From an optimization exercise on the open Yosys and OpenROAD flow, aimed at small area and a short achievable clock period; shortcuts taken in it are not production practice.
RTL that was checked went through simulation tests only; none was proved equivalent to the original.
No functional check of the RTL was part of run 2.
Power is estimated from default activity; no workload was simulated.

===== design.v =====
package cpu8_pkg;
  typedef enum logic [3:0] {
    OP_NOP = 4'h0,
    OP_LDO = 4'h1,
    OP_LDA = 4'h2,
    OP_LDR = 4'h3,
    OP_PRE = 4'h4,
    OP_STO = 4'h5,
    OP_ADD = 4'h6,
    OP_SHL = 4'h7,
    OP_SHR = 4'h8,
    OP_SUB = 4'h9,
    OP_AND = 4'hA,
    OP_OR  = 4'hB,
    OP_JMP = 4'hC,
    OP_JZ  = 4'hD,
    OP_OUT = 4'hE,
    OP_HLT = 4'hF
  } opcode_e;
  typedef enum logic [2:0] {
    ST_IDLE   = 3'd0,
    ST_FETCH  = 3'd1,
    ST_DECODE = 3'd2,
    ST_OPND   = 3'd3,
    ST_EXEC   = 3'd4,
    ST_MEM    = 3'd5,
    ST_WBACK  = 3'd6,
    ST_HALT   = 3'd7
  } ctrl_state_e;
  localparam logic [1:0] FETCH_NONE = 2'b00;
  localparam logic [1:0] FETCH_BYTE = 2'b01;
  localparam logic [1:0] FETCH_OPND = 2'b10;
  localparam int ERR_RW_BOTH = 0;   
  localparam int ERR_DUAL_RD = 1;   
  localparam int ERR_WR_PC   = 2;   
endpackage
module ram_array #(
  parameter int AW = 8,
  parameter int DW = 8
) (
  input  logic          clk,
  input  logic          we,
  input  logic          re,
  input  logic [AW-1:0] addr,
  input  logic [DW-1:0] wdata,
  output logic [DW-1:0] rdata
);
  logic [DW-1:0] mem [2**AW];
  always_ff @(posedge clk) begin
    if (we) mem[addr] <= wdata;
    if (re) rdata <= mem[addr];
  end
endmodule
module mem_responder #(
  parameter int AW = 8,
  parameter int DW = 8
) (
  input  logic          clk,
  input  logic          rst,
  input  logic          rom_ena,
  input  logic          rom_read,
  input  logic          ram_ena,
  input  logic          ram_read,
  input  logic          ram_write,
  input  logic          ad_sel,
  input  logic          PC_en,
  input  logic          pc_in,
  input  logic [1:0]    fetch,
  input  logic [DW-1:0] rom_data,
  input  logic [DW-1:0] wr_data,
  input  logic          err_clr,
  output logic [AW-1:0] rom_addr,
  output logic [3:0]    ins,
  output logic [AW-1:0] pc,
  output logic [DW-1:0] rd_data,
  output logic          rd_valid,
  output logic [2:0]    err
);
  logic          rom_rd, ram_rd, ram_wr;
  logic          ir_load, opnd_load, rom_data_load, ram_data_load;
  logic          ram_we, ram_re;
  logic [2:0]    err_new;
  logic [3:0]    ir;
  logic [AW-1:0] opnd;
  logic [DW-1:0] rom_q;
  logic [DW-1:0] ram_q;
  logic          src_ram;
  assign rom_rd = rom_ena & rom_read;
  assign ram_rd = ram_ena & ram_read;
  assign ram_wr = ram_ena & ram_write;
  assign ir_load       = (fetch == cpu8_pkg::FETCH_BYTE) & rom_rd & ~ad_sel & ~pc_in;
  assign opnd_load     = (fetch == cpu8_pkg::FETCH_OPND) & rom_rd;
  assign rom_data_load = (fetch == cpu8_pkg::FETCH_BYTE) & ad_sel & rom_rd;
  assign ram_data_load = ram_rd & ~rom_rd;
  assign ram_we = ram_wr & ad_sel & ~ram_read & rst;
  assign ram_re = ram_data_load & rst;
  always_comb begin
    err_new              = '0;
    err_new[cpu8_pkg::ERR_RW_BOTH] = ram_ena & ram_read & ram_write;
    err_new[cpu8_pkg::ERR_DUAL_RD] = rom_rd & ram_rd;
    err_new[cpu8_pkg::ERR_WR_PC]   = ram_wr & ~ad_sel;
  end
  assign rom_addr = ad_sel ? opnd : pc;
  assign ins      = ir;
  assign rd_data  = src_ram ? ram_q : rom_q;
  ram_array #(.AW(AW), .DW(DW)) u_ram (
    .clk   (clk),
    .we    (ram_we),
    .re    (ram_re),
    .addr  (opnd),
    .wdata (wr_data),
    .rdata (ram_q)
  );
  always_ff @(posedge clk or negedge rst) begin
    if (!rst) begin
      pc       <= '0;
      ir       <= cpu8_pkg::OP_NOP;
      opnd     <= '0;
      rom_q    <= '0;
      src_ram  <= 1'b0;
      rd_valid <= 1'b0;
      err      <= '0;
    end else begin
      if (PC_en && pc_in && rom_rd) pc <= rom_data[AW-1:0];
      else if (PC_en && !pc_in)     pc <= pc + AW'(1);
      if (ir_load)   ir   <= rom_data[DW-1:DW-4];
      if (opnd_load) opnd <= rom_data[AW-1:0];
      if (rom_data_load) begin
        rom_q   <= rom_data;
        src_ram <= 1'b0;
      end else if (ram_data_load) begin
        src_ram <= 1'b1;
      end
      rd_valid <= rom_data_load | ram_data_load;
      err <= (err & ~{3{err_clr}}) | err_new;
    end
  end
endmodule

===== run.sh =====
#!/bin/bash
# synth_recipe.tcl (not shown) runs the flow's synth.tcl, then flattens the netlist and writes it again
# the make line also repeats each setting of config.mk as NAME=value (left out here)
make -C /OpenROAD-flow-scripts/flow DESIGN_CONFIG=/design/flow/config.mk WORK_HOME=/design/flow/orfs CLKGATE_MAP_FILE= SYNTH_SCRIPT=/design/flow/synth_recipe.tcl finish

===== config.mk =====
export PLATFORM = sky130hd
export DESIGN_NAME = mem_responder
export DESIGN_NICKNAME = mem_responder
export VERILOG_FILES = /design/flow/design.v
export SDC_FILE = /design/flow/constraint.sdc
export NUM_CORES = 4
export LEC_CHECK = 0
export CAP_MARGIN = 20
export CORE_MARGIN = 2
export CORE_UTILIZATION = 40
export SLEW_MARGIN = 20

===== constraint.sdc =====
create_clock -name core_clock -period 5.0 [get_ports {clk}]
set_input_delay 1.0000 -clock core_clock [delete_from_list [all_inputs] [get_ports {clk}]]
set_output_delay 1.0000 -clock core_clock [all_outputs]
set_load 0.01 [all_outputs]

==> impl.org, run 1 <==
** Worst setup path
- Along the worst path, the maximum fanout reaches 50.
- Critical-path cell list :: buf_12 > mux2_2 > clkdlybuf4s50_1
- On the worst path, the slowest cell contributes a delay of 1.11 ns.
- Bufs and invs on worst path :: 2
- Slowest cell on crit path :: dfrtp_4
- Delay-heaviest family, CP :: flip-flops
- Kind of launch point of the worst setup path :: register
- Type of the worst setup path :: register to output pin
- The worst setup path is captured at an output pin.
- Required time at the endpoint of the critical path :: 4.00 ns
- Endpoint arrival time on the critical path :: 3.10 ns

** Timing
- Hold Fails Final Rpt :: 0
- Final clock period utilization by the worst path :: 82.0%
- Fmax achieved :: 244 MHz
- Count of pins over their slew limit :: 0
- Setup repair after global routing left no endpoint under its margin.
- Number of setup violations in the final report :: 0
- Worst-margin pin slew :: 1.15 ns
- Subtracting the final worst setup slack from the clock period gives 4.10 ns.
- Setup TNS :: 0 ns
- Across the routed clock network, the largest skew measured is 0.0503 ns.
- Max-Slew Margin vs Limit :: 23.5%

** Final layout
- Total number of nets in the final design :: 3903
- The finished cells cover 0.0914 mm^2.
- Leaving out fill and tap cells, the most frequent cell in the layout is edfxtp_1.
- Fill cell total of the finished layout :: 16.5k
- Area Growth Syn to Fin :: 14.1%
- Combined area of the multi-input logic cells :: 0.0165 mm^2
- Sequential cell area :: 0.0626 mm^2
- The library cells used most frequently in the layout, excluding fill and tap cells, are 2056 x edfxtp_1, 511 x mux4_2, 261 x nor2_1, 256 x a22oi_1, 201 x clkbuf_16.
- Fraction of final layout cells with drive strength greater than 1 :: 25.7%

** Detailed routing
- For this run, design rule violations remaining after detail routing come to 0.
- The pre-antenna-repair detailed-routing pass consisted of 5 iterations.
- In this run the remaining antenna-violating nets after routing total 0.
- In the routed layout, each cell is associated on average with a via count of 5.80.
- Final wirelength :: 199000 um
- Total number of vias :: 38.8k
- DR iter-0 viols :: 5272
- After detailed routing, the average wire length per cell comes to 29.7 um.

** Run status
- Run status :: complete, no violations

** Global routing
- Number of antenna violations at the first check in global routing :: 7
- Maximum number of pins on one net before global-route repair :: 144
- Aggregate global-route resource usage :: 19.5%
- Vias in the first global route :: 39.6k
- The first global-routing pass estimated 289000 um of wire.
- After global routing the overflow that remains totals 0.

** Synthesis
- Synthesized instance count :: 3668
- Number of warnings reported in the yosys synthesis log :: 2
- Post-Syn Area per Cell :: 21.8 um^2
- The cell area that synthesis handed to floorplanning was 0.0801 mm^2.
- Number of nets in the synthesized netlist :: 3698
- Count of flip-flops with a built-in enable after synthesis :: 2056
- Area fraction of the dominant cell type after synthesis :: 77.1%
- In the synthesized netlist the dominant register cell turns out to be edfxtp_1.
- Counting distinct cell types in the post-synthesis netlist gives 40.
- After synthesis, the share of flip-flops with an asynchronous set or reset is 1.58%.
- Leading cell types by total area after synthesis :: edfxtp_1 77%, mux4_2 14%, a22oi_1 2.4%, nor2_1 1.2%, dfrtp_1 1.0%
- The synthesized design spends more area on one cell type than any other, namely edfxtp_1.
- Flip-flop and latch count after synthesis :: 2089
- After synthesis, flip-flops and latches occupy 78.1% of the total area.

** Pwr
- Overall power after layout :: 40.3 mW
- In this run the static leakage power is 27.7 nW.
- Dividing total power by cell area gives a power density of 441 mW/mm^2.
- The worst-case IR drop observed on VDD is 0.308 mV.

** Floorplan
- The die covers 0.204 mm^2.
- Once the floorplan was initialized, standard cells occupied 40.2% of the core.
- Placeable Area :: 0.199 mm^2
- After floorplanning, the core was divided into 164 placement rows.
- Chip Height :: 452 um
- The floorplan step set the die width to 452 um.
- Top Ports :: 61

** Clock tree
- The clock drives 2089 sinks.
- Clock insertion delay at the later pin of the skew report :: 0.86 ns
- Htree depth :: 4
- In this run, post-CTS repair resized a total of 0 instances.
- Clock-pin slew was measured on the worst setup and hold paths at 0.06 ns.
- The tree is rooted in a clkbuf_16.
- Number of buffers inserted by post-CTS setup repair :: 0
- Quantity of hold-fixing buffers added after cts :: 0
- Buffers inserted during clock tree synthesis total 201.
- TritonCTS built the clock tree.
- The clock passes through at most 3 buffers.

** Placed design
- After legalization and detailed placement, the total HPWL measured 117000 um.
- Final weighted congestion in routability-driven placement :: 0.820
- After detailed placement, the total cell area comes to 0.0848 mm^2.
- Port buffer count :: 60

** Job
- Max_cap viols :: 0

** Min path
- The worst hold path belongs to the class register to register.
stage by stage:
step | instances | setup WS, ns | hold slack (ns) | utilization (%)
detailed placement | 6325 | 0.802 | 0.493 | 42.5
finish | 6698 | 0.900 | 0.504 | 45.8
global route | 6697 | 0.738 | 0.528 | 45.8
CTS | 6695 | 0.756 | 0.507 | 45.8
global placement | 6324 | 0.825 | 0.484 | 42.5
floorplan | 3668 | 2.20 | 0.475 | -
report_power, final:
group	switching, mW	internal [mW]	leakage, nW
Sequential	0.166	19.3	18.9
Clock	6.69	8.48	3.20
Combinational	3.26	2.39	5.59
Yosys cell counts (3+ instances only):
library cell and count:
mux2_2 35, a21oi_1 136, buf_1 20, clkbuf_1 137, buf_2 46, nand2b_1 4, and2_1 4, inv_1 4
nor2b_1 7, o22ai_1 9, o21a_1 3, edfxtp_1 2056, dfrtp_1 33, nand2_1 37, buf_4 12, buf_6 17
nor2_1 262, o21ai_0 6, nand4_1 10, nand3_1 8, a22oi_1 256, o41ai_1 32, mux4_2 511
worst register-to-register path, stage by stage (launching register included):
cell and delay (ns):
dfrtp_4 1.11, buf_4 0.63, mux4_2 0.45, a22oi_1 0.14
a21oi_1 0.17, o41ai_1 0.92, buf_4 0.25, nand4_1 0.07
layout make-up:
cell class	count	area share [%]
Clock inverter	135	1.58
Clock buffer	235	5.64
Sequential cell	2089	68.5
Tap cell	2656	3.64
Multi-Input combinational cell	1342	18.0
Inverter	4	0.0164
Timing Repair Buffer	235	2.61
Antenna cell	2	0.00548
routing by layer:
| metal | vias up | share of wire, % | global-route usage (%) |
|---|---|---|---|
| li1 | 15900 | - | - |
| met1 | 21000 | 42 | 27.9 |
| met2 | 1612 | 49 | 31.2 |
| met3 | 273 | 7.1 | 3.41 |
| met4 | 2 | 2.3 | 5.19 |
| met5 | - | 0.012 | 0 |
registers in the layout, indices dropped and copies added, names as in the netlist:
| signal | flops |
|---|---|
| u_ram.mem | 2048 |
| opnd | 8 |
| pc | 8 |
| rom_q | 8 |
| u_ram.rdata | 8 |
| ir | 4 |
| err | 3 |
| rd_valid | 1 |
| src_ram | 1 |
worst paths after layout:
check,start,end,slack [ns],cells past startpoint
setup / recovery,opnd[1]$_DFFE_PN0P_,rom_addr[1],0.90,3
hold / removal,rom_q[4]$_DFFE_PN0P_,rom_q[4]$_DFFE_PN0P_,0.50,1
setup reg to reg,opnd[1]$_DFFE_PN0P_,u_ram.rdata[4]$_DFFE_PP_,0.98,7
hold reg to reg,rom_q[4]$_DFFE_PN0P_,rom_q[4]$_DFFE_PN0P_,0.50,1
max in group asynchronous,rst,opnd[0]$_DFFE_PN0P_,4.04,2
min in group asynchronous,rst,ir[0]$_DFFE_PN0P_,0.60,2
cell families (layout without fill, tap and decap cells):
kind of cell / count (synthesis) / in the layout / share of synthesized area, %
other: 0 / 2 / 0
AO/OA/AOI/OAI: 449 / 449 / 3.80
adder cells (fa/ha/maj): 1 / 1 / 0.0156
flip-flops: 2089 / 2089 / 78.1
buffers and inverters: 237 / 609 / 1.41
multiplexers: 549 / 549 / 14.9
AND/OR/NAND/NOR: 343 / 343 / 1.75
==> run 2, diff against run 1 <==
--- a/design.v
+++ b/design.v
@@ -37,3 +37,2 @@
 module ram_array #(
-  parameter int AW = 8,
   parameter int DW = 8
@@ -42,4 +41,4 @@
   input  logic          we,
-  input  logic          re,
-  input  logic [AW-1:0] addr,
+  input  logic [15:0]   hi,
+  input  logic [15:0]   lo,
   input  logic [DW-1:0] wdata,
@@ -47,6 +46,20 @@
 );
-  logic [DW-1:0] mem [2**AW];
-  always_ff @(posedge clk) begin
-    if (we) mem[addr] <= wdata;
-    if (re) rdata <= mem[addr];
+  logic [DW-1:0] row_q [16];
+  for (genvar i = 0; i < 16; i++) begin : g_row
+    logic [DW-1:0] q [16];
+    for (genvar j = 0; j < 16; j++) begin : g_word
+      logic [DW-1:0] w;
+      always_ff @(posedge clk) begin
+        if (we && hi[i] && lo[j]) w <= wdata;
+      end
+      assign q[j] = w;
+    end
+    always_comb begin
+      row_q[i] = '0;
+      for (int j = 0; j < 16; j++) row_q[i] = row_q[i] | (q[j] & {DW{lo[j]}});
+    end
+  end
+  always_comb begin
+    rdata = '0;
+    for (int i = 0; i < 16; i++) rdata = rdata | (row_q[i] & {DW{hi[i]}});
   end
@@ -80,3 +93,3 @@
   logic          ir_load, opnd_load, rom_data_load, ram_data_load;
-  logic          ram_we, ram_re;
+  logic          ram_we;
   logic [2:0]    err_new;
@@ -84,5 +97,4 @@
   logic [AW-1:0] opnd;
-  logic [DW-1:0] rom_q;
-  logic [DW-1:0] ram_q;
-  logic          src_ram;
+  logic [DW-1:0] ram_rdata;
+  logic [15:0]   opnd_lo, opnd_hi;
   assign rom_rd = rom_ena & rom_read;
@@ -95,3 +107,2 @@
   assign ram_we = ram_wr & ad_sel & ~ram_read & rst;
-  assign ram_re = ram_data_load & rst;
   always_comb begin
@@ -104,10 +115,9 @@
   assign ins      = ir;
-  assign rd_data  = src_ram ? ram_q : rom_q;
-  ram_array #(.AW(AW), .DW(DW)) u_ram (
+  ram_array #(.DW(DW)) u_ram (
     .clk   (clk),
     .we    (ram_we),
-    .re    (ram_re),
-    .addr  (opnd),
+    .hi    (opnd_hi),
+    .lo    (opnd_lo),
     .wdata (wr_data),
-    .rdata (ram_q)
+    .rdata (ram_rdata)
   );
@@ -118,4 +128,5 @@
       opnd     <= '0;
-      rom_q    <= '0;
-      src_ram  <= 1'b0;
+      opnd_lo  <= 16'd1;
+      opnd_hi  <= 16'd1;
+      rd_data  <= '0;
       rd_valid <= 1'b0;
@@ -126,9 +137,9 @@
       if (ir_load)   ir   <= rom_data[DW-1:DW-4];
-      if (opnd_load) opnd <= rom_data[AW-1:0];
-      if (rom_data_load) begin
-        rom_q   <= rom_data;
-        src_ram <= 1'b0;
-      end else if (ram_data_load) begin
-        src_ram <= 1'b1;
+      if (opnd_load) begin
+        opnd    <= rom_data[AW-1:0];
+        opnd_lo <= 16'd1 << rom_data[3:0];
+        opnd_hi <= 16'd1 << rom_data[7:4];
       end
+      if (rom_data_load)      rd_data <= rom_data;
+      else if (ram_data_load) rd_data <= ram_rdata;
       rd_valid <= rom_data_load | ram_data_load;
--- a/config.mk
+++ b/config.mk
@@ -9,3 +9,6 @@
 export CORE_MARGIN = 2
-export CORE_UTILIZATION = 40
+export CORE_UTILIZATION = 60
+export CTS_BUF_LIST = sky130_fd_sc_hd__clkbuf_4 sky130_fd_sc_hd__clkbuf_8
+export CTS_CLUSTER_SIZE = 24
+export PLACE_DENSITY = 0.7
 export SLEW_MARGIN = 20
==> run 2 against run 1 <==
  * Cell area down 5.6%
  * Setup slack better by 0.35 ns
  * Non-clock buffer count down 86
  * First-iteration DRC count up 43%
  * Worst hold slack worse by 0.32 ns
  * Clock power down 9.9%
==> impl.org, run 2 <==
** Run status
- The flow ran to the end and the layout has no timing, DRC or antenna violations.

** Timing
- Final min period :: 3.75 ns (-0.350 ns)
- The max-slew violation total from the final report is 0 (unchanged).
- The worst max-slew margin expressed relative to the limit was 22.1% (-1.3 points).
- Number of setup violations in the final report :: 0 (unchanged)
- The actual transition at the worst max-transition pin was 1.17 ns (+0.0199 ns).
- Setup repair after global routing left no endpoint under its margin.
- The final hold slack is 0.181 ns (-0.323 ns).
- The worst setup slack after layout is 1.25 ns (+0.350 ns).
- Final clock period utilization by the worst path :: 75.0% (-7.0 points)
- Hold Fails Final Rpt :: 0 (unchanged)
- The final clock skew is 0.0387 ns (-0.0115 ns).
- Setup TNS :: 0 ns (unchanged)
- The peak clock frequency supported by timing was 267 MHz (+9.3%).

** Final layout
- Leaving out fill and tap cells, the most frequent cells in the layout are 2048 x edfxtp_1, 431 x a22oi_1, 348 x clkbuf_8, 311 x a22o_1, 306 x a221oi_1.
- The number of fill cells in the layout was 8522 (-48%).
- The register with the most flip-flops in the final layout is u_ram.g_row.g_word.w.
- Leaving out fill and tap cells, the most frequent cell in the layout is edfxtp_1.
- The largest registers in the layout are u_ram.g_row.g_word.w x2048, opnd_hi x16, opnd_lo x16.
- Share of the core filled with cells in the final layout :: 66.8% (+21 points)
- Final standard cell count with taps included and fillers excluded :: 6357 (-5.1%)
- Largest register FFs :: 2048 (unchanged)
- The proportion of layout cells with a drive suffix above 1 was 13.5% (-12 points).
- Area Growth Syn to Fin :: 10.9%
- The count of nets after finishing was 4426 (+13%).

** Global routing
- The maximum number of pins on one net before global-route repair is 148 (+2.8%).
- The aggregate global routing overflow was 0 (unchanged).
- The number of antenna violations at the first check in global routing is 6 (-1).
- The overall routing resource usage is 31.8% (+12 points).
- The global-route wire length before repair was 304000 um (+5.2%).
- Vias in the first global route :: 43.5k (+10%)

** Pwr
- Switching Fraction :: 23.2% (-1.9 points)
- Relative contribution of combinational cells to total power :: 6.5% (-7.5 points)
- Sequential Power Share :: 55.2% (+6.9 points)
- The leakage power total was 28.0 nW (+1.2%).
- The cell-internal power came to 27.4 mW (-9.1%).
- IR Drop Worst-Case VDD :: 0.349 mV (+14%)
- The clock network fraction of total power is 38.3% (+0.6 points).
- Power per cell area :: 414 mW/mm^2 (-6.1%)
- The total net switching power came to 8.29 mW (-18%).

** Clock tree
- TritonCTS Buffers :: 332 (+65%)
- The register clock-pin slew on the reported worst setup and hold paths was 0.06 ns (about the same).
- The clock latency on the worst-skew pair was 1.00 ns (+0.14 ns).
- Htree depth :: 5 (+1)
- The number of instances resized during post-cts repair came to 0 (unchanged).
- TritonCTS built the clock tree.
- Root buffer cell :: clkbuf_8
- The cts-stage hold buffer count was 0 (unchanged).
- Clock net sink count :: 2112 (+1.1%)
- Number of buffers inserted by post-CTS setup repair :: 0 (unchanged)
- Clock Path Buffers :: 4 (+1)

** Synthesis
- Yosys instantiated no cell more often than edfxtp_1.
- The synthesis warning total came to 19 (+17).
- The average cell area after synthesis was 18.3 um^2 (-16%).
- Distinct cell type count after synthesis :: 39 (-2.5%)
- The flip-flop and latch count after synthesis is 2112 (+1.1%).
- Counting instances in the post-synthesis netlist gives the leading cell types as 2048 x edfxtp_1, 431 x a22oi_1, 311 x a22o_1.
- Asr flop ratio synth :: 3.03% (+1.5 points)
- The most used flip-flop cell after synthesis is edfxtp_1.
- Synth Cell Area :: 0.0778 mm^2 (-2.9%)
- The part of the Yosys area used for sequential elements was 81.1% (+3.0 points).
- The post-synthesis instance total is 4251 (+16%).
- Area fraction of the dominant cell type after synthesis :: 79.1% (+2.0 points)
- Number of nets in the synthesized netlist :: 4281 (+16%)
- The number of flops mapped to enable cells by yosys came to 2048 (-0.39%).
- Of all cell types, the one taking the most synthesized area is edfxtp_1.
- Leading cell types by total area after synthesis :: edfxtp_1 79%, a22oi_1 4.2%, a22o_1 3.5%, a221oi_1 3.4%, and3_1 2.1%

** Job
- The number of max-cap violations is 0 (unchanged).

** Floorplan
- The I/O pin total was 61 (unchanged).
- The floorplan die area came to 0.133 mm^2 (-35%).
- Chip Height :: 364 um (-19%)
- The placeable core region is 0.129 mm^2 (-35%).
- Placement Rows :: 132 (-20%)
- The horizontal die dimension is 364 um (-19%).
- The initial standard-cell utilization of the core was 60.2% (+20 points).

** Placed design
- The count of input and output buffers is 60 (unchanged).
- The number of placed cells counting well taps is 5804 (-8.2%).
- The post-detailed-placement half-perimeter wirelength came to 120000 um (+2.9%).
- The routability congestion estimate from global placement was 0.881 (+7.5%).
- Worst setup slack before clock tree synthesis :: 1.01 ns (+0.204 ns)

** Detailed routing
- The total DRC errors in the routed layout came to 0 (unchanged).
- The number of nets still failing antenna checks after routing is 0 (unchanged).
- Total number of vias :: 45.4k (+17%)
- The final wirelength came to 212000 um (+6.3%).
- The starting DRC count in detailed routing was 7529 (+43%).
- Routed wire per std cell :: 33.3 um (+12%)
- Number of iterations in the first detailed-routing pass :: 9 (+4)
- The mean number of vias per cell was 7.15 (+23%).

** Worst setup path
- The data arrival at the endpoint of the critical path is 4.60 ns (+1.50 ns).
- The data required time of the critical path was 5.85 ns (+1.85 ns).
- The highest net fanout along the worst path is 50 (unchanged).
- Kind of launch point of the worst setup path :: register
- The worst setup path is captured at a register.
- Type of the worst setup path :: register to register

** Min path
- Path category of the worst min-delay check :: input pin to asynchronous set/reset pin
==> run 2: power by group through the flow <==
stage	clock (mW)	combinational, mW	sequential [mW]
final	13.7	2.33	19.7
after global routing	14.5	2.44	19.7
after CTS	13.8	2.29	19.7
after detailed placement	0	2.29	20.1
after global placement	0	2.27	20.1
after floorplan	0	1.13	19.9
==> run 2: routing by layer <==
layer | GRT usage, % | up-vias | wire [um]
li1 | - | 18400 | -
met5 | 0 | - | 42
met1 | 45.9 | 23100 | 80400
met4 | 10.9 | 6 | 7010
met3 | 6.76 | 453 | 25000
met2 | 48.8 | 3517 | 99100
==> run 2: cells by family (layout without fill, tap and decap cells) <==
logic type | count (synthesis) | after routing | synth area share [%]
adder cells (fa/ha/maj) | 1 | 1 | 0.0161
AND/OR/NAND/NOR | 569 | 569 | 4.23
AO/OA/AOI/OAI | 1205 | 1205 | 12.4
other | 0 | 3 | 0
multiplexers | 21 | 21 | 0.304
buffers and inverters | 343 | 704 | 1.92
flip-flops | 2112 | 2112 | 81.1
==> run 2: worst paths after layout <==
kind,startpoint,to,slack [ns],cells after the start
max,opnd_lo[1]$_DFFE_PN0P_,rd_data[7]$_DFFE_PN0P_,1.25,8
min,rst,err[0]$_DFF_PN0_,0.18,2
max reg2reg,opnd_lo[1]$_DFFE_PN0P_,rd_data[7]$_DFFE_PN0P_,1.25,8
min reg2reg,opnd_hi[8]$_DFFE_PN0P_,opnd_hi[8]$_DFFE_PN0P_,0.50,2
max in group asynchronous,rst,opnd_lo[8]$_DFFE_PN0P_,4.13,2
min in group core_clock,wr_data[7],u_ram.g_row[4].g_word[9].w[7]$_DFFE_PP_,0.46,1
==> run 2: area by class of cell <==
| class | instances | area (um^2) | share of cell area [%] |
|---|---|---|---|
| Sequential cell | 2112 | 63200 | 73.2 |
| Multi-Input combinational cell | 1796 | 13200 | 15.3 |
| Clock buffer | 417 | 5260 | 6.09 |
| Tap cell | 1742 | 2180 | 2.53 |
| Timing Repair Buffer | 149 | 1680 | 1.95 |
| Clock inverter | 133 | 777 | 0.901 |
| Inverter | 5 | 18.8 | 0.0218 |
| Antenna cell | 3 | 7.51 | 0.00870 |
==> run 2: critical path, stage by stage, from the launching register on <==
cell and delay, ns:
dfrtp_4 0.80, buf_12 0.36, a22o_1 0.23, a221oi_1 0.28, nand4_1 0.29, a22oi_1 0.80, nand4_1 0.21, a2111oi_2 0.45
a22oi_1 0.15
==> run 2: metrics by stage <==
step / cell area (um^2) / total power [mW]
after floorplan: 77800 / 21.0
after global placement: 80200 / 22.3
after detailed placement: 80200 / 22.4
after CTS: 86300 / 35.8
after global routing: 86300 / 36.7
final: 86300 / 35.7

==> separate check: timing with driven ports <==
No port has a modelled driver above. Below, the same layouts with a new extraction and two added sets of constraints.
Step 1 assumes that a clkbuf_16 drives the clock port and a buf_2 every other input.
Step 2, shift: input delay + t, output delay - t, t = (earliest + latest rising clock arrival at the registers) / 2. This alone moves slack from input paths to output paths.
Slacks: ideal ports / drivers / drivers and shift; pairs: ideal ports / drivers.
run | shift t [ns] | setup slack, ns | hold WS [ns] | slew at the worst register clock pin (ns) | cell pins on the clock port's net
run 1 | 0.915 | 0.900 / 0.818 / 0.749 | 0.504 / 0.504 / 0.504 | 0.07 / 0.07 | 1
run 2 | 1.056 | 1.250 / 1.250 / 0.953 | 0.181 / 0.135 / 0.495 | 0.07 / 0.07 | 1
After both steps every run listed still meets setup and hold. For run 2, which loses most, drivers alone change the setup slack by 0.000 ns; drivers and shift together by -0.297 ns.
